What follows belongs to an exercise in optimizing a design on an open flow for small area, a short achievable clock period and few clock cycles per item; a production flow would make more cautious choices.
RTL that was checked went through simulation tests only; none was proved equivalent to the original.
Power figures rest on the tool's default switching activity, not on a simulated workload.

==> job 7067: inputs <==
==> flow/design.v <==
localparam WINDOW_DEPTH    = 16;   
localparam REG_CTRL        = 8'h00;   
localparam REG_RESULT_BASE = 8'h04;
localparam REG_RESULT_MAX  = 8'h08;
localparam REG_WINDOW      = 8'h0C;   
localparam REG_STREAM      = 8'h10;   
localparam REG_STATUS      = 8'h14;
`timescale 1ns/10ps
module join_top (
  input  logic        ap_clk,
  input  logic        rst_n,
  input  logic        host_cyc,
  input  logic        host_stb,
  input  logic        host_we,
  input  logic [31:0] host_adr,
  input  logic [31:0] host_dat_w,
  output logic        host_ack,
  output logic [31:0] host_dat_r,
  output logic        mem_cyc,
  output logic        mem_stb,
  output logic        mem_we,
  output logic [31:0] mem_adr,
  output logic [31:0] mem_dat_w,
  input  logic        mem_ack,
  input  logic [31:0] mem_dat_r
);
localparam WINDOW_DEPTH    = 16;   
localparam REG_CTRL        = 8'h00;   
localparam REG_RESULT_BASE = 8'h04;
localparam REG_RESULT_MAX  = 8'h08;
localparam REG_WINDOW      = 8'h0C;   
localparam REG_STREAM      = 8'h10;   
localparam REG_STATUS      = 8'h14;
  logic        rd_ack_q;      
  logic        h_v, b_v;      
  logic        h_s, b_s;      
  logic [15:0] h_d, b_d;      
  logic [7:0]  wkey [WINDOW_DEPTH];
  logic [7:0]  wval [WINDOW_DEPTH];
  logic [3:0]  wr_ptr;        
  logic        wfull;         
  logic [7:0]  p_key;         
  logic [7:0]  p_sval;
  logic [15:0] p_mask;        
  logic        p_valid;       
  logic [31:0] result_base;
  logic [15:0] result_max;
  logic [15:0] count;
  logic        over;
  logic        room_q;        
  logic        rc_q;          
  logic        stb_q;         
  logic [27:0] dat_q;         
  logic [31:2] adr_q;         
  logic        adr_c;         
  logic [31:0] rd_q;
  logic [15:0] p_below;       
  logic [15:0] p_low;         
  logic [15:0] p_rest;
  logic        free, take, issue, pop;
  logic [3:0] p_grp;          
  logic [3:0] p_grp_below;    
  always_comb begin
    for (int g = 0; g < 4; g++) p_grp[g] = |p_mask[4*g +: 4];
    p_grp_below[0] = 1'b0;
    p_grp_below[1] = p_grp[0];
    p_grp_below[2] = p_grp[0] | p_grp[1];
    p_grp_below[3] = p_grp[0] | p_grp[1] | p_grp[2];
    for (int g = 0; g < 4; g++) begin
      p_below[4*g]     = p_grp_below[g];
      p_below[4*g + 1] = p_grp_below[g] | p_mask[4*g];
      p_below[4*g + 2] = p_grp_below[g] | p_mask[4*g] | p_mask[4*g + 1];
      p_below[4*g + 3] = p_grp_below[g] | p_mask[4*g] | p_mask[4*g + 1] | p_mask[4*g + 2];
    end
  end
  assign p_low   = p_mask & ~p_below;
  assign p_rest  = p_mask & p_below;
  assign free    = !stb_q || mem_ack;         
  assign take    = free && p_valid;           
  assign issue   = take && room_q;
  logic [3:0] p_grp2;
  logic       p_multi;
  always_comb begin
    for (int g = 0; g < 4; g++)
      p_grp2[g] = (p_mask[4*g] & (p_mask[4*g+1] | p_mask[4*g+2] | p_mask[4*g+3]))
                | (p_mask[4*g+1] & (p_mask[4*g+2] | p_mask[4*g+3]))
                | (p_mask[4*g+2] & p_mask[4*g+3]);
    p_multi = (|p_grp2)
            | (p_grp[0] & (p_grp[1] | p_grp[2] | p_grp[3]))
            | (p_grp[1] & (p_grp[2] | p_grp[3]))
            | (p_grp[2] & p_grp[3]);
  end
  assign pop     = take && (!room_q || !p_multi);   
  logic [7:0]  offset;
  logic        wr_ok, wack, w_buf, op_base, op_max, op_clr;
  assign offset  = host_adr[7:0];
  assign wr_ok   = !b_v;
  assign wack    = host_cyc && host_stb && host_we && wr_ok;
  assign w_buf   = wack && ((offset == REG_WINDOW) || (offset == REG_STREAM));
  assign op_base = wack && (offset == REG_RESULT_BASE);
  assign op_max  = wack && (offset == REG_RESULT_MAX);
  assign op_clr  = wack && (offset == REG_CTRL) && host_dat_w[0];
  always_ff @(posedge ap_clk or negedge rst_n) begin
    if (!rst_n) rd_ack_q <= 1'b0;
    else        rd_ack_q <= host_cyc && host_stb && !host_we && !rd_ack_q;
  end
  logic busy;
  assign busy = stb_q || p_valid || (h_v && h_s) || (b_v && b_s);
  always_ff @(posedge ap_clk) begin
    case (offset)
      REG_RESULT_BASE: rd_q <= result_base;
      REG_RESULT_MAX:  rd_q <= {16'h0, result_max};
      REG_STATUS:      rd_q <= {14'h0, busy, over, count};
      default:         rd_q <= '0;
    endcase
  end
  assign host_ack   = (host_cyc && host_stb && host_we && wr_ok) || rd_ack_q;
  assign host_dat_r = rd_q;
  always_ff @(posedge ap_clk or negedge rst_n) begin
    if (!rst_n) begin
      result_base <= '0;
      result_max  <= '0;
    end else begin
      if (op_base) result_base <= host_dat_w;
      if (op_max)  result_max  <= host_dat_w[15:0];
    end
  end
  logic        h_go, win_go, ld_str;
  logic [15:0] wvalid, match;    
  always_comb begin
    for (int i = 0; i < WINDOW_DEPTH; i++) begin
      wvalid[i] = wfull || (4'(i) < wr_ptr);
      match[i]  = wvalid[i] && (wkey[i] == h_d[15:8]);
    end
  end
  assign win_go = h_v && !h_s && !p_mask[wr_ptr];
  assign ld_str = h_v && h_s && !p_valid;
  assign h_go   = win_go || ld_str;
  logic h_new, h_up, b_new;
  assign h_new = w_buf && (h_go || !h_v);
  assign h_up  = h_go && !w_buf;
  assign b_new = w_buf && h_v && !h_go;
  always_ff @(posedge ap_clk) begin
    if (h_new) begin
      h_s <= (offset == REG_STREAM);
      h_d <= host_dat_w[15:0];
    end else if (h_up) begin
      h_s <= b_s;
      h_d <= b_d;
    end
    if (b_new) begin
      b_s <= (offset == REG_STREAM);
      b_d <= host_dat_w[15:0];
    end
  end
  always_ff @(posedge ap_clk or negedge rst_n) begin
    if (!rst_n) begin
      h_v <= 1'b0;
      b_v <= 1'b0;
    end else if (op_clr) begin
      h_v <= 1'b0;
      b_v <= 1'b0;
    end else begin
      if (h_new)     h_v <= 1'b1;
      else if (h_up) h_v <= b_v;
      if (b_new)     b_v <= 1'b1;
      else if (h_go) b_v <= 1'b0;
    end
  end
  always_ff @(posedge ap_clk) begin
    if (win_go) begin
      wkey[wr_ptr] <= h_d[15:8];
      wval[wr_ptr] <= h_d[7:0];
    end
  end
  always_ff @(posedge ap_clk or negedge rst_n) begin
    if (!rst_n) begin
      wr_ptr <= '0;
      wfull  <= 1'b0;
    end else if (op_clr) begin
      wr_ptr <= '0;
      wfull  <= 1'b0;
    end else if (win_go) begin
      wr_ptr <= wr_ptr + 1'b1;
      if (wr_ptr == 4'hF) wfull <= 1'b1;
    end
  end
  always_ff @(posedge ap_clk) begin
    if (!p_valid) begin
      p_key  <= h_d[15:8];
      p_sval <= h_d[7:0];
    end
  end
  always_ff @(posedge ap_clk or negedge rst_n) begin
    if (!rst_n) begin
      p_mask  <= '0;
      p_valid <= 1'b0;
    end else if (ld_str) begin
      p_mask  <= match;
      p_valid <= |match;
    end else if (take) begin
      p_mask  <= room_q ? p_rest : '0;   
      p_valid <= !pop;
    end
  end
  logic [7:0] p_wval;
  logic [3:0] p_slot;
  always_comb begin
    p_wval = '0;
    p_slot = '0;
    for (int i = 0; i < 16; i++) begin
      p_wval = p_wval | ({8{p_low[i]}} & wval[i]);
      p_slot = p_slot | ({4{p_low[i]}} & 4'(i));
    end
  end
  always_ff @(posedge ap_clk) begin
    if (issue) dat_q <= {p_key, p_sval, p_wval, p_slot};
  end
  always_ff @(posedge ap_clk or negedge rst_n) begin
    if (!rst_n) begin
      stb_q <= 1'b0;
      count <= '0;
      over  <= 1'b0;
    end else if (op_clr) begin
      stb_q <= 1'b0;
      count <= '0;
      over  <= 1'b0;
    end else begin
      if (free) begin
        stb_q <= issue;
      end
      if (stb_q && mem_ack) count <= count + 1'b1;
      if (take && !room_q) over <= 1'b1;
    end
  end
  logic [16:0] count_p1, count_p2;
  assign count_p1 = {1'b0, count} + 17'd1;
  assign count_p2 = {1'b0, count} + 17'd2;
  always_ff @(posedge ap_clk or negedge rst_n) begin
    if (!rst_n) begin
      room_q <= 1'b0;
      rc_q   <= 1'b0;
    end else begin
      rc_q <= op_max || op_clr;
      if (rc_q)       room_q <= count < result_max;
      else if (issue) room_q <= stb_q ? (count_p2 != {1'b0, result_max})
                                      : (count_p1 != {1'b0, result_max});
    end
  end
  logic [8:0]  lo_sum, hi_sum0, hi_sum1;
  logic [16:0] adr_lo;
  assign lo_sum  = {1'b0, result_base[9:2]}   + {1'b0, count[7:0]};
  assign hi_sum0 = {1'b0, result_base[17:10]} + {1'b0, count[15:8]};
  assign hi_sum1 = {1'b0, result_base[17:10]} + {1'b0, count[15:8]} + 9'd1;
  assign adr_lo  = {lo_sum[8] ? hi_sum1 : hi_sum0, lo_sum[7:0]};
  always_ff @(posedge ap_clk) begin
    if (stb_q && mem_ack) begin
      adr_q <= adr_q + 1'b1;
      adr_c <= adr_c || (&adr_q[17:2]);
    end else begin
      {adr_c, adr_q[17:2]} <= adr_lo;
      adr_q[31:18]         <= result_base[31:18] + {13'h0, adr_c};
    end
  end
  assign mem_cyc   = stb_q;
  assign mem_stb   = stb_q;
  assign mem_we    = stb_q;
  assign mem_adr   = {adr_q, result_base[1:0]};
  assign mem_dat_w = {dat_q[27:4], 4'h0, dat_q[3:0]};
endmodule
==> flow/flow/run.sh <==
#!/bin/bash
# The standard layout, with the port buffers made from sky130_fd_sc_hd__buf_2
# cells instead of the cell buffer_ports picks by default. The make output goes
# to flow_make.log here; ORFS's per-step logs stay under orfs/logs.
set -euo pipefail
export BUFFER_PORTS_ARGS="-buffer_cell sky130_fd_sc_hd__buf_2"
bash standard.sh finish > flow_make.log 2>&1
==> flow/standard.sh <==
#!/bin/bash
# synth_recipe.tcl (not shown) runs the flow's synth.tcl, then flattens the netlist and writes it again
# the make line also repeats each setting of config.mk as NAME=value (left out here)
make -C /OpenROAD-flow-scripts/flow DESIGN_CONFIG=/design/flow/config.mk WORK_HOME=/design/flow/orfs CLKGATE_MAP_FILE= SYNTH_SCRIPT=/design/flow/synth_recipe.tcl "${@:-finish}"
==> flow/config.mk <==
export PLATFORM = sky130hd
export DESIGN_NAME = join_top
export DESIGN_NICKNAME = join_top
export VERILOG_FILES = /design/flow/design.v
export SDC_FILE = /design/flow/constraint.sdc
export NUM_CORES = 4
export LEC_CHECK = 0
export CAP_MARGIN = 20
export CORE_MARGIN = 2
export CORE_UTILIZATION = 55
export CTS_CLUSTER_DIAMETER = 60
export CTS_CLUSTER_SIZE = 40
export SETUP_SLACK_MARGIN = 3.0
export SLEW_MARGIN = 20
export TNS_END_PERCENT = 10
==> flow/constraint.sdc <==
create_clock -name core_clock -period 5.0 [get_ports {ap_clk}]
set_input_delay 1.0000 -clock core_clock [delete_from_list [all_inputs] [get_ports {ap_clk}]]
set_output_delay 1.0000 -clock core_clock [all_outputs]
set_load 0.01 [all_outputs]
==> inputs of job 1557, as changes to job 7067 <==
==> flow/design.v, changed modules only <==
module join_top (
  input  logic        ap_clk,
  input  logic        rst_n,
  input  logic        host_cyc,
  input  logic        host_stb,
  input  logic        host_we,
  input  logic [31:0] host_adr,
  input  logic [31:0] host_dat_w,
  output logic        host_ack,
  output logic [31:0] host_dat_r,
  output logic        mem_cyc,
  output logic        mem_stb,
  output logic        mem_we,
  output logic [31:0] mem_adr,
  output logic [31:0] mem_dat_w,
  input  logic        mem_ack,
  input  logic [31:0] mem_dat_r
);
localparam WINDOW_DEPTH    = 16;   
localparam REG_CTRL        = 8'h00;   
localparam REG_RESULT_BASE = 8'h04;
localparam REG_RESULT_MAX  = 8'h08;
localparam REG_WINDOW      = 8'h0C;   
localparam REG_STREAM      = 8'h10;   
localparam REG_STATUS      = 8'h14;
  logic        ack_q;         
  logic [7:0]  wkey [WINDOW_DEPTH];
  logic [7:0]  wval [WINDOW_DEPTH];
  logic [3:0]  wr_ptr;        
  logic        wfull;         
  logic [7:0]  p_key;         
  logic [7:0]  p_sval;
  logic [15:0] p_mask;        
  logic        p_valid;       
  logic [31:0] result_base;
  logic [15:0] result_max;
  logic [15:0] count;
  logic        over;
  logic        room_q;        
  logic        rc_q;          
  logic        stb_q;         
  logic [27:0] dat_q;         
  logic [31:2] adr_q;         
  logic        adr_c;         
  logic [31:0] rd_q;
  logic [15:0] p_below;       
  logic [15:0] p_low;         
  logic [15:0] p_rest;
  logic        free, take, issue, pop;
  logic [3:0] p_grp;          
  logic [3:0] p_grp_below;    
  always_comb begin
    for (int g = 0; g < 4; g++) p_grp[g] = |p_mask[4*g +: 4];
    p_grp_below[0] = 1'b0;
    p_grp_below[1] = p_grp[0];
    p_grp_below[2] = p_grp[0] | p_grp[1];
    p_grp_below[3] = p_grp[0] | p_grp[1] | p_grp[2];
    for (int g = 0; g < 4; g++) begin
      p_below[4*g]     = p_grp_below[g];
      p_below[4*g + 1] = p_grp_below[g] | p_mask[4*g];
      p_below[4*g + 2] = p_grp_below[g] | p_mask[4*g] | p_mask[4*g + 1];
      p_below[4*g + 3] = p_grp_below[g] | p_mask[4*g] | p_mask[4*g + 1] | p_mask[4*g + 2];
    end
  end
  assign p_low   = p_mask & ~p_below;
  assign p_rest  = p_mask & p_below;
  assign free    = !stb_q || mem_ack;         
  assign take    = free && p_valid;           
  assign issue   = take && room_q;
  logic [3:0] p_grp2;
  logic       p_multi;
  always_comb begin
    for (int g = 0; g < 4; g++)
      p_grp2[g] = (p_mask[4*g] & (p_mask[4*g+1] | p_mask[4*g+2] | p_mask[4*g+3]))
                | (p_mask[4*g+1] & (p_mask[4*g+2] | p_mask[4*g+3]))
                | (p_mask[4*g+2] & p_mask[4*g+3]);
    p_multi = (|p_grp2)
            | (p_grp[0] & (p_grp[1] | p_grp[2] | p_grp[3]))
            | (p_grp[1] & (p_grp[2] | p_grp[3]))
            | (p_grp[2] & p_grp[3]);
  end
  assign pop     = take && (!room_q || !p_multi);   
  logic [15:0] wvalid, match;    
  logic [7:0]  offset;
  logic        req, a_win, a_str, acc_win, ld_str, acc_str, acc_oth, acc;
  logic        op_base, op_max, op_clr;    
  assign offset  = host_adr[7:0];
  assign req     = host_cyc && host_stb && !ack_q;
  assign a_win   = host_we && (offset == REG_WINDOW);
  assign a_str   = host_we && (offset == REG_STREAM);
  assign acc_win = req && a_win && !p_mask[wr_ptr];
  assign ld_str  = req && a_str && !p_valid;   
  assign acc_str = ld_str || (req && a_str && !(|match));   
  assign acc_oth = req && !a_win && !a_str;
  assign acc     = acc_win || acc_str || acc_oth;
  logic win_q;
  always_ff @(posedge ap_clk or negedge rst_n) begin
    if (!rst_n) begin
      ack_q <= 1'b0;
      win_q   <= 1'b0;
      op_base <= 1'b0;
      op_max  <= 1'b0;
      op_clr  <= 1'b0;
    end else begin
      ack_q <= acc;
      win_q   <= acc_win;
      op_base <= acc_oth && host_we && (offset == REG_RESULT_BASE);
      op_max  <= acc_oth && host_we && (offset == REG_RESULT_MAX);
      op_clr  <= acc_oth && host_we && (offset == REG_CTRL) && host_dat_w[0];
    end
  end
  logic busy;
  assign busy = stb_q || p_valid;
  always_ff @(posedge ap_clk) begin
    case (offset)
      REG_RESULT_BASE: rd_q <= result_base;
      REG_RESULT_MAX:  rd_q <= {16'h0, result_max};
      REG_STATUS:      rd_q <= {14'h0, busy, over, count};
      default:         rd_q <= '0;
    endcase
  end
  assign host_ack   = ack_q;
  assign host_dat_r = rd_q;
  always_ff @(posedge ap_clk or negedge rst_n) begin
    if (!rst_n) begin
      result_base <= '0;
      result_max  <= '0;
    end else begin
      if (op_base) result_base <= host_dat_w;
      if (op_max)  result_max  <= host_dat_w[15:0];
    end
  end
  always_ff @(posedge ap_clk) begin
    if (win_q) begin
      wkey[wr_ptr] <= host_dat_w[15:8];
      wval[wr_ptr] <= host_dat_w[7:0];
    end
  end
  always_ff @(posedge ap_clk or negedge rst_n) begin
    if (!rst_n) begin
      wr_ptr <= '0;
      wfull  <= 1'b0;
    end else if (op_clr) begin
      wr_ptr <= '0;
      wfull  <= 1'b0;
    end else if (win_q) begin
      wr_ptr <= wr_ptr + 1'b1;
      if (wr_ptr == 4'hF) wfull <= 1'b1;
    end
  end
  always_comb begin
    for (int i = 0; i < WINDOW_DEPTH; i++) begin
      wvalid[i] = wfull || (4'(i) < wr_ptr);
      match[i]  = wvalid[i] && (wkey[i] == host_dat_w[15:8]);
    end
  end
  always_ff @(posedge ap_clk) begin
    if (!p_valid) begin
      p_key  <= host_dat_w[15:8];
      p_sval <= host_dat_w[7:0];
    end
  end
  always_ff @(posedge ap_clk or negedge rst_n) begin
    if (!rst_n) begin
      p_mask  <= '0;
      p_valid <= 1'b0;
    end else if (ld_str) begin
      p_mask  <= match;
      p_valid <= |match;
    end else if (take) begin
      p_mask  <= room_q ? p_rest : '0;   
      p_valid <= !pop;
    end
  end
  logic [7:0] p_wval;
  logic [3:0] p_slot;
  always_comb begin
    p_wval = '0;
    p_slot = '0;
    for (int i = 0; i < 16; i++) begin
      p_wval = p_wval | ({8{p_low[i]}} & wval[i]);
      p_slot = p_slot | ({4{p_low[i]}} & 4'(i));
    end
  end
  always_ff @(posedge ap_clk) begin
    if (issue) dat_q <= {p_key, p_sval, p_wval, p_slot};
  end
  always_ff @(posedge ap_clk or negedge rst_n) begin
    if (!rst_n) begin
      stb_q <= 1'b0;
      count <= '0;
      over  <= 1'b0;
    end else if (op_clr) begin
      stb_q <= 1'b0;
      count <= '0;
      over  <= 1'b0;
    end else begin
      if (free) begin
        stb_q <= issue;
      end
      if (stb_q && mem_ack) count <= count + 1'b1;
      if (take && !room_q) over <= 1'b1;
    end
  end
  logic [16:0] count_p1, count_p2;
  assign count_p1 = {1'b0, count} + 17'd1;
  assign count_p2 = {1'b0, count} + 17'd2;
  always_ff @(posedge ap_clk or negedge rst_n) begin
    if (!rst_n) begin
      room_q <= 1'b0;
      rc_q   <= 1'b0;
    end else begin
      rc_q <= op_max || op_clr;
      if (rc_q)       room_q <= count < result_max;
      else if (issue) room_q <= stb_q ? (count_p2 != {1'b0, result_max})
                                      : (count_p1 != {1'b0, result_max});
    end
  end
  logic [8:0]  lo_sum, hi_sum0, hi_sum1;
  logic [16:0] adr_lo;
  assign lo_sum  = {1'b0, result_base[9:2]}   + {1'b0, count[7:0]};
  assign hi_sum0 = {1'b0, result_base[17:10]} + {1'b0, count[15:8]};
  assign hi_sum1 = {1'b0, result_base[17:10]} + {1'b0, count[15:8]} + 9'd1;
  assign adr_lo  = {lo_sum[8] ? hi_sum1 : hi_sum0, lo_sum[7:0]};
  always_ff @(posedge ap_clk) begin
    if (stb_q && mem_ack) begin
      adr_q <= adr_q + 1'b1;
      adr_c <= adr_c || (&adr_q[17:2]);
    end else begin
      {adr_c, adr_q[17:2]} <= adr_lo;
      adr_q[31:18]         <= result_base[31:18] + {13'h0, adr_c};
    end
  end
  assign mem_cyc   = stb_q;
  assign mem_stb   = stb_q;
  assign mem_we    = stb_q;
  assign mem_adr   = {adr_q, result_base[1:0]};
  assign mem_dat_w = {dat_q[27:4], 4'h0, dat_q[3:0]};
endmodule
--- a/flow/config.mk
+++ b/flow/config.mk
@@ -12,3 +12,4 @@
 export CTS_CLUSTER_SIZE = 40
-export SETUP_SLACK_MARGIN = 3.0
+export PLACE_DENSITY = 0.75
+export SETUP_SLACK_MARGIN = 2.8
 export SLEW_MARGIN = 20
==> inputs of job 1528, as changes to job 7067 <==
==> flow/design.v, changed modules only <==
module join_top (
  input  logic        ap_clk,
  input  logic        rst_n,
  input  logic        host_cyc,
  input  logic        host_stb,
  input  logic        host_we,
  input  logic [31:0] host_adr,
  input  logic [31:0] host_dat_w,
  output logic        host_ack,
  output logic [31:0] host_dat_r,
  output logic        mem_cyc,
  output logic        mem_stb,
  output logic        mem_we,
  output logic [31:0] mem_adr,
  output logic [31:0] mem_dat_w,
  input  logic        mem_ack,
  input  logic [31:0] mem_dat_r
);
localparam WINDOW_DEPTH    = 16;   
localparam REG_CTRL        = 8'h00;   
localparam REG_RESULT_BASE = 8'h04;
localparam REG_RESULT_MAX  = 8'h08;
localparam REG_WINDOW      = 8'h0C;   
localparam REG_STREAM      = 8'h10;   
localparam REG_STATUS      = 8'h14;
  logic        ack_q;         
  logic        ack_o;         
  logic [7:0]  wkey [WINDOW_DEPTH];
  logic [7:0]  wval [WINDOW_DEPTH];
  logic [3:0]  wr_ptr;        
  logic        wfull;         
  logic [7:0]  p_key;         
  logic [7:0]  p_sval;
  logic [15:0] p_mask;        
  logic        p_valid;       
  logic [31:0] result_base;
  logic [15:0] result_max;
  logic [15:0] count;
  logic        over;
  logic        room_q;        
  logic        rc_q;          
  logic        stb_q;         
  logic [2:0]  stb_o;         
  logic [27:0] dat_q;         
  logic [31:2] adr_q;         
  logic        adr_c;         
  logic [31:0] rd_q;
  logic [15:0] p_below;       
  logic [15:0] p_low;         
  logic [15:0] p_rest;
  logic        free, take, issue, pop;
  logic [3:0] p_grp;          
  logic [3:0] p_grp_below;    
  always_comb begin
    for (int g = 0; g < 4; g++) p_grp[g] = |p_mask[4*g +: 4];
    p_grp_below[0] = 1'b0;
    p_grp_below[1] = p_grp[0];
    p_grp_below[2] = p_grp[0] | p_grp[1];
    p_grp_below[3] = p_grp[0] | p_grp[1] | p_grp[2];
    for (int g = 0; g < 4; g++) begin
      p_below[4*g]     = p_grp_below[g];
      p_below[4*g + 1] = p_grp_below[g] | p_mask[4*g];
      p_below[4*g + 2] = p_grp_below[g] | p_mask[4*g] | p_mask[4*g + 1];
      p_below[4*g + 3] = p_grp_below[g] | p_mask[4*g] | p_mask[4*g + 1] | p_mask[4*g + 2];
    end
  end
  assign p_low   = p_mask & ~p_below;
  assign p_rest  = p_mask & p_below;
  assign free    = !stb_q || mem_ack;         
  assign take    = free && p_valid;           
  assign issue   = take && room_q;
  assign pop     = take && (!room_q || (p_rest == '0));   
  logic [15:0] wvalid, match;    
  logic [7:0]  offset;
  logic        req, a_win, a_str, acc_win, ld_str, acc_str, acc_oth, acc;
  logic        op_base, op_max, op_clr;    
  assign offset  = host_adr[7:0];
  assign req     = host_cyc && host_stb && !ack_q;
  assign a_win   = host_we && (offset == REG_WINDOW);
  assign a_str   = host_we && (offset == REG_STREAM);
  assign acc_win = req && a_win && !p_mask[wr_ptr];
  assign ld_str  = req && a_str && (!p_valid || pop);   
  assign acc_str = ld_str || (req && a_str && !(|match));   
  assign acc_oth = req && !a_win && !a_str;
  assign acc     = acc_win || acc_str || acc_oth;
  logic win_q;
  always_ff @(posedge ap_clk or negedge rst_n) begin
    if (!rst_n) begin
      ack_q <= 1'b0;
      ack_o <= 1'b0;
      win_q   <= 1'b0;
      op_base <= 1'b0;
      op_max  <= 1'b0;
      op_clr  <= 1'b0;
    end else begin
      ack_q <= acc;
      ack_o <= acc;
      win_q   <= acc_win;
      op_base <= acc_oth && host_we && (offset == REG_RESULT_BASE);
      op_max  <= acc_oth && host_we && (offset == REG_RESULT_MAX);
      op_clr  <= acc_oth && host_we && (offset == REG_CTRL) && host_dat_w[0];
    end
  end
  logic busy;
  assign busy = stb_q || p_valid;
  always_ff @(posedge ap_clk) begin
    case (offset)
      REG_RESULT_BASE: rd_q <= result_base;
      REG_RESULT_MAX:  rd_q <= {16'h0, result_max};
      REG_STATUS:      rd_q <= {14'h0, busy, over, count};
      default:         rd_q <= '0;
    endcase
  end
  assign host_ack   = ack_o;
  assign host_dat_r = rd_q;
  always_ff @(posedge ap_clk or negedge rst_n) begin
    if (!rst_n) begin
      result_base <= '0;
      result_max  <= '0;
    end else begin
      if (op_base) result_base <= host_dat_w;
      if (op_max)  result_max  <= host_dat_w[15:0];
    end
  end
  always_ff @(posedge ap_clk) begin
    if (win_q) begin
      wkey[wr_ptr] <= host_dat_w[15:8];
      wval[wr_ptr] <= host_dat_w[7:0];
    end
  end
  always_ff @(posedge ap_clk or negedge rst_n) begin
    if (!rst_n) begin
      wr_ptr <= '0;
      wfull  <= 1'b0;
    end else if (op_clr) begin
      wr_ptr <= '0;
      wfull  <= 1'b0;
    end else if (win_q) begin
      wr_ptr <= wr_ptr + 1'b1;
      if (wr_ptr == 4'hF) wfull <= 1'b1;
    end
  end
  always_comb begin
    for (int i = 0; i < WINDOW_DEPTH; i++) begin
      wvalid[i] = wfull || (4'(i) < wr_ptr);
      match[i]  = wvalid[i] && (wkey[i] == host_dat_w[15:8]);
    end
  end
  always_ff @(posedge ap_clk) begin
    if (!p_valid || pop) begin
      p_key  <= host_dat_w[15:8];
      p_sval <= host_dat_w[7:0];
    end
  end
  always_ff @(posedge ap_clk or negedge rst_n) begin
    if (!rst_n) begin
      p_mask  <= '0;
      p_valid <= 1'b0;
    end else if (ld_str) begin
      p_mask  <= match;
      p_valid <= |match;
    end else if (take) begin
      p_mask  <= room_q ? p_rest : '0;   
      p_valid <= !pop;
    end
  end
  logic [7:0] p_wval;
  logic [3:0] p_slot;
  always_comb begin
    p_wval = '0;
    p_slot = '0;
    for (int i = 0; i < 16; i++) begin
      p_wval = p_wval | ({8{p_low[i]}} & wval[i]);
      p_slot = p_slot | ({4{p_low[i]}} & 4'(i));
    end
  end
  always_ff @(posedge ap_clk) begin
    if (issue) dat_q <= {p_key, p_sval, p_wval, p_slot};
  end
  always_ff @(posedge ap_clk or negedge rst_n) begin
    if (!rst_n) begin
      stb_q <= 1'b0;
      stb_o <= '0;
      count <= '0;
      over  <= 1'b0;
    end else if (op_clr) begin
      stb_q <= 1'b0;
      stb_o <= '0;
      count <= '0;
      over  <= 1'b0;
    end else begin
      if (free) begin
        stb_q <= issue;
        stb_o <= {3{issue}};
      end
      if (stb_q && mem_ack) count <= count + 1'b1;
      if (take && !room_q) over <= 1'b1;
    end
  end
  logic [16:0] n_inc;
  assign n_inc = {1'b0, count} + {16'h0, stb_q} + 17'd1;
  always_ff @(posedge ap_clk or negedge rst_n) begin
    if (!rst_n) begin
      room_q <= 1'b0;
      rc_q   <= 1'b0;
    end else begin
      rc_q <= op_max || op_clr;
      if (rc_q)       room_q <= count < result_max;
      else if (issue) room_q <= n_inc != {1'b0, result_max};
    end
  end
  always_ff @(posedge ap_clk) begin
    if (stb_q && mem_ack) begin
      adr_q <= adr_q + 1'b1;
      adr_c <= adr_c || (&adr_q[17:2]);
    end else begin
      {adr_c, adr_q[17:2]} <= {1'b0, result_base[17:2]} + {1'b0, count};
      adr_q[31:18]         <= result_base[31:18] + {13'h0, adr_c};
    end
  end
  assign mem_cyc   = stb_o[0];
  assign mem_stb   = stb_o[1];
  assign mem_we    = stb_o[2];
  assign mem_adr   = {adr_q, result_base[1:0]};
  assign mem_dat_w = {dat_q[27:4], 4'h0, dat_q[3:0]};
endmodule
--- a/flow/config.mk
+++ b/flow/config.mk
@@ -9,6 +9,4 @@
 export CORE_MARGIN = 2
-export CORE_UTILIZATION = 55
-export CTS_CLUSTER_DIAMETER = 60
-export CTS_CLUSTER_SIZE = 40
-export SETUP_SLACK_MARGIN = 3.0
+export CORE_UTILIZATION = 40
+export SETUP_SLACK_MARGIN = 2.8
 export SLEW_MARGIN = 20
==> run summary <==
	job 7067	job 1528	job 1557
Status	timing/DRC/antenna clean	timing/DRC/antenna clean	timing/DRC/antenna clean
Vias per cell	5.916	5.293	5.991
Net Sw Power	2.362 mW	1.648 mW	1.668 mW
Leak pwr	9.744 nW	9.440 nW	9.139 nW
Gate count after technology mapping	1,671	1,602	1,624
Share of total power in the clock network	35.9%	46.5%	40.6%
Fin Hold WS	0.4194 ns	0.4163 ns	0.4124 ns
Int Pwr	6.356 mW	6.344 mW	5.527 mW
Final worst-path setup slack	2.404 ns	2.177 ns	2.507 ns
Met3 layer wire length in the routed design	2682 um	2551 um	3047 um
Minimum period implied by the final worst setup slack	2.596 ns	2.823 ns	2.493 ns
Switching portion of total power	27.09%	20.62%	23.18%
Number of combinational gates with multiple inputs	1,041	1,005	1,021
Synthesized area divided by synthesized cell count	12.99 um2	12.59 um2	12.52 um2
Post-CTS Setup Bufs	34	27	52
Number of non-clock inverters	52	54	56
Global routing usage on met3	4.318%	3.031%	2.974%
Initial core utilization	55.90%	40.37%	55.66%
Testbench counts of job 7067, summed over its fixed seeds: cycles 6,408, items 1,432.
Only the layout flow was run in job 1557 and job 1528; the RTL was not checked for function there.

what the ideal ports hide:
How much do the figures lean on ideal ports? The routed layouts below were timed once more, with nothing changed but the port constraints. Step 1 assumes that a clkbuf_16 drives the clock port and a buf_2 every other input. Step 2 moves the port delays by t, midway between the first and last clock arrival at a register: inputs arrive t later, outputs are due t later. That takes back most of the time a late clock gives input paths. Three values: ideal, step 1, step 2; two values: the first two.
| run | t, ns | slack for setup (ns) | latest minus earliest clock arrival (ns) |
|---|---|---|---|
| job 7067 | 0.613 | 2.404 / 2.385 / 1.980 | 0.039 / 0.039 |
| job 1557 | 0.657 | 2.507 / 2.507 / 2.101 | 0.029 / 0.029 |
| job 1528 | 0.639 | 2.177 / 2.177 / 1.714 | 0.028 / 0.028 |
After both steps every run listed still meets setup and hold. The setup slack of job 1528, which loses most, moves by 0.000 ns with the drivers and by -0.463 ns with both steps.
